Context: an optimization exercise on an open-source flow, tuned for small area and a short achievable clock period. The choices shown serve that exercise and are no tape-out recipe.
The RTL of this run was laid out without a check of its function.
Power figures rest on the tool's default switching activity, not on a simulated workload.

--- design/flow/flow/run.sh ---
#!/bin/bash
# Layout flow: the standard ORFS flow (standard.sh) with two changes:
#  - clock tree synthesis without dummy loads, clusters of at most 16 sinks
#    within 50 um, clkbuf_8 buffers;
#  - the reset input and the fetch response outputs placed as one pin group
#    (flow/io.tcl), since reset acts on those outputs within the cycle.
# Each tool's output goes to its ORFS log under orfs/logs/; make's own output
# goes to make_finish.log in the work folder.
set -euo pipefail
cd "$(dirname "$0")/.."
CTS="-sink_clustering_enable -repair_clock_nets -dont_use_dummy_load"
CTS="$CTS -sink_clustering_size 16 -sink_clustering_max_diameter 50"
CTS="$CTS -buf_list sky130_fd_sc_hd__clkbuf_8"
bash standard.sh "CTS_ARGS=$CTS" "IO_CONSTRAINTS=$PWD/flow/io.tcl" finish > make_finish.log 2>&1
--- design/flow/flow/io.tcl ---
# Keep the reset input and the fetch response outputs next to each other.
set_io_pin_constraint -group -order -pin_names {rst fetch_valid fetch_err fetch_inst[0] fetch_inst[1] fetch_inst[2] fetch_inst[3] fetch_inst[4] fetch_inst[5] fetch_inst[6] fetch_inst[7] fetch_inst[8] fetch_inst[9] fetch_inst[10] fetch_inst[11] fetch_inst[12] fetch_inst[13] fetch_inst[14] fetch_inst[15]}
--- design/flow/standard.sh ---
#!/bin/bash
# synth_recipe.tcl (not shown) runs the flow's synth.tcl, then flattens the netlist and writes it again
# the make line also repeats each setting of config.mk as NAME=value (left out here)
make -C /OpenROAD-flow-scripts/flow DESIGN_CONFIG=/design/flow/config.mk WORK_HOME=/design/flow/orfs CLKGATE_MAP_FILE= SYNTH_SCRIPT=/design/flow/synth_recipe.tcl "${@:-finish}"
--- design/flow/config.mk ---
export PLATFORM = sky130hd
export DESIGN_NAME = prog_mem_ctrl
export DESIGN_NICKNAME = prog_mem_ctrl
export VERILOG_FILES = /design/flow/design.v
export SDC_FILE = /design/flow/constraint.sdc
export NUM_CORES = 4
export LEC_CHECK = 0
export CAP_MARGIN = 20
export CORE_MARGIN = 2
export CORE_UTILIZATION = 55
export SETUP_SLACK_MARGIN = 4.0
export SLEW_MARGIN = 20
export SYNTH_HIERARCHICAL = 1
--- design/flow/constraint.sdc ---
create_clock -name core_clock -period 7.0 [get_ports {clk}]
set_input_delay 1.4000 -clock core_clock [delete_from_list [all_inputs] [get_ports {clk}]]
set_output_delay 1.4000 -clock core_clock [all_outputs]
set_load 0.01 [all_outputs]
--- design/flow/design.v ---
`default_nettype none
package prog_mem_ctrl_pkg;
    localparam int c_INST_W = 16;
endpackage
`default_nettype wire
`default_nettype none
module prog_byte_ram (
    input  logic        clk,
    input  logic        load,       
    input  logic        valid,      
    input  logic        phase,      
    input  logic [7:0]  waddr,      
    input  logic [7:0]  wdata,
    input  logic [6:0]  raddr,      
    output logic [15:0] rdata,      
    output logic [15:0] rdata_n     
);
    logic [2047:0] r_bits;      
    logic [2047:0] w_next;
    always_ff @(posedge clk) begin
        r_bits <= w_next;
    end
    logic [7:0]   r_stage;      
    logic [15:0]  w_whi;        
    logic [15:0]  w_whi_n;
    logic [7:0]   w_wlo;        
    logic [7:0]   w_wlo_v_n;    
    logic [127:0] w_we;         
    logic [127:0] w_keep;       
    logic [15:0]  w_wdata_x;    
    always_ff @(posedge clk) begin
        if (!waddr[0]) r_stage <= wdata;
    end
    always_comb begin
        for (int j = 0; j < 16; j++) begin
            w_whi[j]   = load && (waddr[7:4] == 4'(j));
            w_whi_n[j] = !(load && (waddr[7:4] == 4'(j)));
        end
        for (int k = 0; k < 8; k++) begin
            w_wlo[k]     = (waddr[3:1] == 3'(k));
            w_wlo_v_n[k] = !(valid && waddr[0] && (waddr[3:1] == 3'(k)));
        end
    end
    assign w_wdata_x = {wdata, r_stage} ^ {16{phase}};
    for (genvar w = 0; w < 128; w++) begin : g_wrow
        pmc_nor2  u_we   (.a(w_whi_n[w/8]), .b(w_wlo_v_n[w%8]), .y(w_we[w]));
        pmc_nand2 u_keep (.a(w_whi[w/8]),   .b(w_wlo[w%8]),     .y(w_keep[w]));
        for (genvar b = 0; b < 16; b++) begin : g_bit
            pmc_oai22 u_d (.a1(r_bits[16*w+b]), .a2(w_we[w]),
                           .b1(w_wdata_x[b]), .b2(w_keep[w]),
                           .y(w_next[16*w+b]));
        end
    end
    logic [7:0]   w_rhi;        
    logic [15:0]  w_rlo;        
    logic [127:0] w_wl_n;       
    always_comb begin
        for (int j = 0; j < 8; j++)  w_rhi[j] = (raddr[6:4] == 3'(j));
        for (int k = 0; k < 16; k++) w_rlo[k] = (raddr[3:0] == 4'(k));
    end
    for (genvar w = 0; w < 128; w++) begin : g_wl
        pmc_nand2 u_wl (.a(w_rhi[w/16]), .b(w_rlo[w%16]), .y(w_wl_n[w]));
    end
    for (genvar b = 0; b < 16; b++) begin : g_rbit
        logic [127:0] w_col;
        for (genvar w = 0; w < 128; w++) begin : g_col
            assign w_col[w] = r_bits[16*w + b];
        end
        pmc_sel128 u_sel (.wl_n(w_wl_n), .d(w_col), .y(rdata[b]), .y_n(rdata_n[b]));
    end
endmodule
module pmc_sel128 (
    input  logic [127:0] wl_n,
    input  logic [127:0] d,
    output logic         y,
    output logic         y_n
);
    logic [63:0] w_p1;          
    logic [31:0] w_n2;          
    logic [7:0]  w_p3;          
    logic [3:0]  w_n4;          
    for (genvar g = 0; g < 64; g++) begin : g_oai
        pmc_oai22 u_oai (.a1(wl_n[2*g]), .a2(d[2*g]), .b1(wl_n[2*g+1]), .b2(d[2*g+1]),
                         .y(w_p1[g]));
    end
    for (genvar g = 0; g < 32; g++) begin : g_nor
        pmc_nor2 u_nor (.a(w_p1[2*g]), .b(w_p1[2*g+1]), .y(w_n2[g]));
    end
    for (genvar g = 0; g < 8; g++) begin : g_nand
        pmc_nand4 u_nand (.a(w_n2[4*g]), .b(w_n2[4*g+1]), .c(w_n2[4*g+2]), .d(w_n2[4*g+3]),
                          .y(w_p3[g]));
    end
    for (genvar g = 0; g < 4; g++) begin : g_nor4
        pmc_nor2 u_nor (.a(w_p3[2*g]), .b(w_p3[2*g+1]), .y(w_n4[g]));
    end
    pmc_nand4 u_out   (.a(w_n4[0]), .b(w_n4[1]), .c(w_n4[2]), .d(w_n4[3]), .y(y_n));
    pmc_and4  u_out_p (.a(w_n4[0]), .b(w_n4[1]), .c(w_n4[2]), .d(w_n4[3]), .y(y));
endmodule
module pmc_nor2 (input logic a, input logic b, output logic y);
    assign y = !(a | b);
endmodule
module pmc_nand2 (input logic a, input logic b, output logic y);
    assign y = !(a & b);
endmodule
module pmc_nand4 (input logic a, input logic b, input logic c, input logic d, output logic y);
    assign y = !(a & b & c & d);
endmodule
module pmc_and4 (input logic a, input logic b, input logic c, input logic d, output logic y);
    assign y = a & b & c & d;
endmodule
module pmc_a221oi (input logic a1, input logic a2, input logic b1, input logic b2,
                   input logic c1, output logic y);
    assign y = !((a1 & a2) | (b1 & b2) | c1);
endmodule
module pmc_oai22 (input logic a1, input logic a2, input logic b1, input logic b2, output logic y);
    assign y = !((a1 | a2) & (b1 | b2));
endmodule
`default_nettype wire
`default_nettype none
module pmc_inv (input logic a, output logic y);
    assign y = !a;
endmodule
module pmc_a21o (input logic a1, input logic a2, input logic b1, output logic y);
    assign y = (a1 & a2) | b1;
endmodule
`default_nettype wire
`default_nettype none
module prog_mem_ctrl (
    input  logic        clk,
    input  logic        rst,
    input  logic        load_start,
    input  logic        load_valid,
    input  logic [7:0]  load_byte,
    output logic        load_ready,
    input  logic        load_end,
    output logic [8:0]  load_count,
    input  logic        fetch_req,
    input  logic [15:0] fetch_addr,
    output logic        fetch_ready,
    output logic        fetch_valid,
    output logic [15:0] fetch_inst,
    output logic        fetch_err
);
    logic        r_idle;
    logic        r_load;
    logic        r_resp;
    logic [7:0]  r_wptr;
    logic [8:0]  r_load_count;
    logic        r_phase;      
    logic [15:0] r_inst_pre_n;   
    logic        r_err_pre_n;    
    logic [15:0] r_inst_hold;    
    logic        r_err_hold;
    logic        w_wr_en;
    logic        w_last;
    logic [8:0]  w_wptr_next;
    logic [15:0] w_rdata;      
    logic [15:0] w_rdata_n;
    logic        w_sel_p0;     
    logic        w_sel_p1;     
    logic [15:0] w_keep_pre;   
    logic [15:0] w_pre_next_n;
    logic        w_err;
    logic        w_take_fetch;
    logic        w_rst_n;      
    assign w_wr_en = r_load && load_valid;
    assign w_wptr_next = {1'b0, r_wptr} + {8'd0, w_wr_en};
    assign w_last      = w_wptr_next[8];
    prog_byte_ram u_ram (
        .clk   (clk),
        .load  (r_load),
        .valid (load_valid),
        .phase (r_phase),
        .waddr (r_wptr),
        .wdata (load_byte),
        .raddr (fetch_addr[7:1]),
        .rdata   (w_rdata),
        .rdata_n (w_rdata_n)
    );
    assign w_err = fetch_addr[0] || (|fetch_addr[15:8]) ||
                   ({1'b0, fetch_addr[7:1]} >= r_load_count[8:1]);
    assign w_take_fetch = r_idle && !load_start && fetch_req;
    assign w_sel_p0   = w_rst_n && w_take_fetch && !w_err && !r_phase;
    assign w_sel_p1   = w_rst_n && w_take_fetch && !w_err &&  r_phase;
    assign w_keep_pre = {16{w_rst_n && !w_take_fetch}} & ~r_inst_pre_n;
    for (genvar b = 0; b < 16; b++) begin : g_pre
        pmc_a221oi u_pre (.a1(w_sel_p0), .a2(w_rdata[b]), .b1(w_sel_p1), .b2(w_rdata_n[b]),
                          .c1(w_keep_pre[b]), .y(w_pre_next_n[b]));
    end
    assign load_ready  = r_load;
    assign fetch_ready = r_idle;
    assign fetch_valid = r_resp && !rst;
    logic [16:0] w_pre_sel;
    for (genvar b = 0; b < 17; b++) begin : g_omux
        if (b < 16) begin : g_inst
            pmc_nor2 u_nor (.a(rst), .b(r_inst_pre_n[b]), .y(w_pre_sel[b]));
            pmc_a21o u_out (.a1(rst), .a2(r_inst_hold[b]), .b1(w_pre_sel[b]),
                            .y(fetch_inst[b]));
        end else begin : g_err
            pmc_nor2 u_nor (.a(rst), .b(r_err_pre_n), .y(w_pre_sel[b]));
            pmc_a21o u_out (.a1(rst), .a2(r_err_hold), .b1(w_pre_sel[b]),
                            .y(fetch_err));
        end
    end
    pmc_inv  u_rst_n   (.a(rst), .y(w_rst_n));
    assign load_count  = r_load_count;
    always_ff @(posedge clk) begin
        r_inst_pre_n <= w_pre_next_n;
    end
    always_ff @(posedge clk) begin
        if (load_start && r_idle) begin
            r_wptr <= '0;
        end else begin
            r_wptr <= w_wptr_next[7:0];
        end
        if (!w_rst_n) begin
            r_idle       <= 1'b1;
            r_load       <= 1'b0;
            r_resp       <= 1'b0;
            r_load_count <= '0;
            r_phase      <= 1'b0;
            r_err_pre_n  <= 1'b1;
            r_inst_hold  <= '0;
            r_err_hold   <= 1'b0;
        end else begin
            r_idle <= (r_idle && !load_start && !fetch_req) || r_resp ||
                      (r_load && (load_end || w_last));
            r_load <= (r_idle && load_start) || (r_load && !load_end && !w_last);
            r_resp <= w_take_fetch;
            r_phase <= !r_phase;
            if (r_load && (load_end || w_last)) begin
                r_load_count <= w_wptr_next;
            end
            r_inst_hold <= ~r_inst_pre_n;
            r_err_hold  <= ~r_err_pre_n;
            if (w_take_fetch) begin
                r_err_pre_n <= !w_err;
            end
        end
    end
endmodule
`default_nettype wire
==> results_dict.tcl <==
set metrics [dict create \
    crit_arrival_ps 2160 \
    critPathSlowestCell "a21o_4" \
    p_seq_frac 0.609 \
    rows 129 \
    hold_path_class "flip-flop to flip-flop" \
    antenna_found_initial 4 \
    die_h_um 356 \
    vias 64398 \
    cp_top_family "buffers and inverters" \
    finalHoldViolations 0 \
    grt_pass1_vias 58948 \
    yosys_register_bits 2111 \
    crit_buf_inv 3 \
    final_cells 8616 \
    drt-wirelength-per-cell_um 31.8 \
    r2r_start "r_load" \
    port_buffers 58 \
    final.min_clock_period_ps 3560 \
    status "timing/DRC/antenna clean" \
    grt_pass1_wl_um 397000 \
    rsz0062_at_grt "yes" \
    hold_ws_ps 445 \
    yosysTopAreaCellShare 0.618 \
    avgSynthCellArea_um2 10.3 \
    timing.final.ws_setup_ps 3440 \
    synthAdderAreaFrac 0.00165 \
    hold_end "u_ram.r_bits[605]" \
    cts.sinks 2111 \
    synthMuxAreaShare 0 \
    routed_wirelength_um 274000 \
    cts_tree "built" \
    drv_slew 0 \
    cp_max_fo 7 \
    io_pins 59 \
    setup_viol 0 \
    grt_max_degree 129 \
    syn_inst 6605 \
    globalplace.congestion 0.968 \
    ant_nets 0 \
    final_common_cell "o22ai_1" \
    grt_usage 0.416 \
    power_leakage_nw 28.7 \
    async_flop_share 0 \
    synth_edf_count 8 \
    period_share 0.509 \
    power_per_cell_area_nw_per_um2 256 \
    ff2ff_setup_slack_ps 3900 \
    crit_chain "buf_16, buf_12, nor2_2, a21o_4, buf_6" \
    max_stage_delay_ps 240 \
    ys_seq_area_frac 0.621 \
    numCtsBuffers 173 \
    die_area_um2 127000 \
    synth_ff_type "dfxtp_1" \
    cts_buffer_depth 3 \
    synth.distinct_cells 43 \
    viasPerCell 7.47 \
    root_buffer "clkbuf_8" \
    dpl.hpwl_um 165000 \
    drive_above_1_share 0.117 \
    p_int_mw 14.7 \
    hold_depth 1 \
    drt_drc_violations_left 0 \
    critPathRequiredTime_ps 5600 \
    power.share.clock 0.303 \
    clk_latency_ps 970 \
    fmax_mhz 281 \
    finalNetCount 7014 \
    fp.coreArea_um2 123000 \
    worst_pin_slew_ps 1350 \
    chipWidth_um 356 \
    cp-start-kind "input port" \
    drtIter0Drc 10060 \
    switching_share 0.261 \
    irDropWorstVdd_mv 0.498 \
    area_delta_synth_final_pct 13.9 \
    first_pass_iters 8 \
    place_ws_ps 1660 \
    start_util 0.553 \
    hold_buffers 0 \
    setup_tns_ps 0 \
    min_from "u_ram.r_bits[605]" \
    synth_area_um2 68100 \
    synthXorXnorAreaFrac 0.00283 \
    clk_pin_slew_worst_paths_ps 80 \
    fin_skew_ps 79.0 \
    placed_cells 8383 \
    yosys.area.top_type "dfxtp_1" \
    syn_nets 6644 \
    synthTopCellsByArea "dfxtp_1 62%, o22ai_1 28%, nor2_1 4.2%, nand2_1 1.6%, nand4_1 1.3%" \
    end_kind "primary output" \
    comb_power_share 0.088 \
    h-tree-depth 4 \
    synth_compound_area_frac 0.289 \
    synth_top_family_by_area "compound AO/OA/AOI/OAI gates" \
    rr_worst_depth 5 \
    worstSetupPathType "input port to primary output" \
    relSlewSlack 0.101 \
    overflow 0 \
    regToRegEndpoint "u_ram.r_bits[396]" \
    final_cell_mix "3054 x o22ai_1, 2098 x dfxtp_1, 542 x nor2_1, 174 x clkbuf_8, 160 x nand2_1" \
    drv_cap 0 \
    yosysWarnings 8 \
    synth-simple-area-share 0.0836 \
    p_switching_mw 5.21 \
]
synthesized netlist by cell type (6+ instances only):
cell type  number
ha_1            9
nand2_1       293
nand2b_1        6
xor2_1         18
dfxtp_1      2103
and4_1         16
nor2b_1        42
inv_1          11
nor2_1        760
o21ai_1         9
o22ai_1      3072
nor3_1         12
nand4_1       145
a221oi_2       16
edfxtp_1        8
a21o_1         18
nand3_1        10
layer usage:
layer / vias to the layer above / GRT usage / part of all wire / wire [um]
li1: 27585 / - / - / -
met1: 32043 / 0.588 / 0.41 / 113000
met2: 4128 / 0.568 / 0.41 / 112000
met3: 638 / 0.145 / 0.13 / 36600
met4: 4 / 0.185 / 0.045 / 12300
met5: - / 0.0215 / 0.00010 / 28
metrics by stage:
stage	instance area (um2)	util	total power, mW
6_report	77600	0.630	19.9
5_1_grt	77600	0.630	20.4
4_1_cts	76700	0.622	19.8
3_5_place_dp	72200	0.585	14.0
3_3_place_gp	72000	0.584	13.9
2_1_floorplan	68500	-	13.2
worst max path at each step:
stage,start,endpoint,slack [ps],cells past startpoint
after global placement,fetch_addr[1],r_inst_pre_n[14],1510,9
after CTS,rst,fetch_inst[0],3470,5
final,rst,fetch_inst[2],3440,5
after global routing,rst,fetch_inst[5],3440,5
after detailed placement,fetch_addr[7],r_inst_pre_n[12],1660,10
after floorplan,load_byte[0],u_ram.r_bits[1000],3690,2
flip-flops by register name (all words and copies together), names as in the netlist, 8 cells and up:
| name | cells |
|---|---|
| r_inst_hold | 16 |
| r_inst_pre_n | 16 |
| r_load_count | 9 |
| r_wptr | 8 |
| u_ram.r_bits | 2048 |
| u_ram.r_stage | 8 |
Yosys stat by module (local to each module, per instance), excerpt:
module | cells | times used | cell area [um2]
prog_mem_ctrl | 186 | 1 | 1930
pmc_inv | 1 | 1 | 3.75
pmc_nand2 | 1 | 256 | 3.75
pmc_a221oi | 1 | 16 | 15.0
pmc_a21o | 1 | 17 | 7.51
prog_byte_ram | 2176 | 1 | 41900
pmc_nor2 | 1 | 721 | 3.75
pmc_and4 | 1 | 16 | 8.76
pmc_nand4 | 1 | 144 | 6.26
pmc_oai22 | 1 | 3072 | 6.26
worst register-to-register path: stages (launching register included):
cell     delay [ps]
dfxtp_4         380
buf_4           230
nor3b_2         520
nand3_1         680
nor2_2          900
o22ai_1         210
logic make-up after synthesis:
family                     after synthesis
adders and majority gates                9
buffers and inverters                   21
and+or+nand+nor                       1318
xor gates and xnor gates                22
DFF                                   2111
AOI/OAI and AO/OA                     3124
power by group through the flow:
stage               clock, mW  combinational (mW)  sequential, mW
finish                   6.04                1.75            12.1
floorplan                   0               0.787            12.4
detailed placement          0                1.56            12.4
global route             6.51                1.75            12.1
global placement            0                1.55            12.4
CTS                      6.06                1.65            12.1
cell type report:
class | count | area [um2]
Sequential cell | 2111 | 42400
Timing Repair Buffer | 204 | 2320
Multi-Input combinational cell | 4474 | 28500
Tap cell | 1637 | 2050
Clock buffer | 173 | 2380
Inverter | 11 | 41.3
Fill cell | 10309 | 45700
Antenna cell | 6 | 15.0
what timing repair did:
item / CTS / global route
gates resized for setup: 624 / 175
gates cloned: 7 / 0
hold endpoints to repair: 0 / 0
pin swaps: 47 / 41
setup buffers: 21 / 24
endpoints found under the setup margin: 1210 / 766

-- re-timing with driven ports --
How much do the figures lean on ideal ports? The routed layout below was timed once more, with nothing changed but the port constraints.
Step 1 sets driving cells, clkbuf_16 on the clock port and buf_2 on the other inputs (assumed; they add their load-dependent delay and slew).
Step 2 also shifts input and output timing later by t, the mid clock arrival at the registers, as if the neighbouring blocks saw the same clock.
a / b / c = no drivers / after step 1 / after step 2; a / b = the first two.
t (ns): 0.996
setup slack, ns: 3.437 / 3.351 / 2.968
hold slack, ns: 0.445 / 0.445 / 0.445
worst setup path at the end: input to register
cell pins on the clock port's net: 1
After both steps setup and hold are still met in this run. For this run, drivers alone change the setup slack by -0.086 ns; drivers and shift together by -0.469 ns.
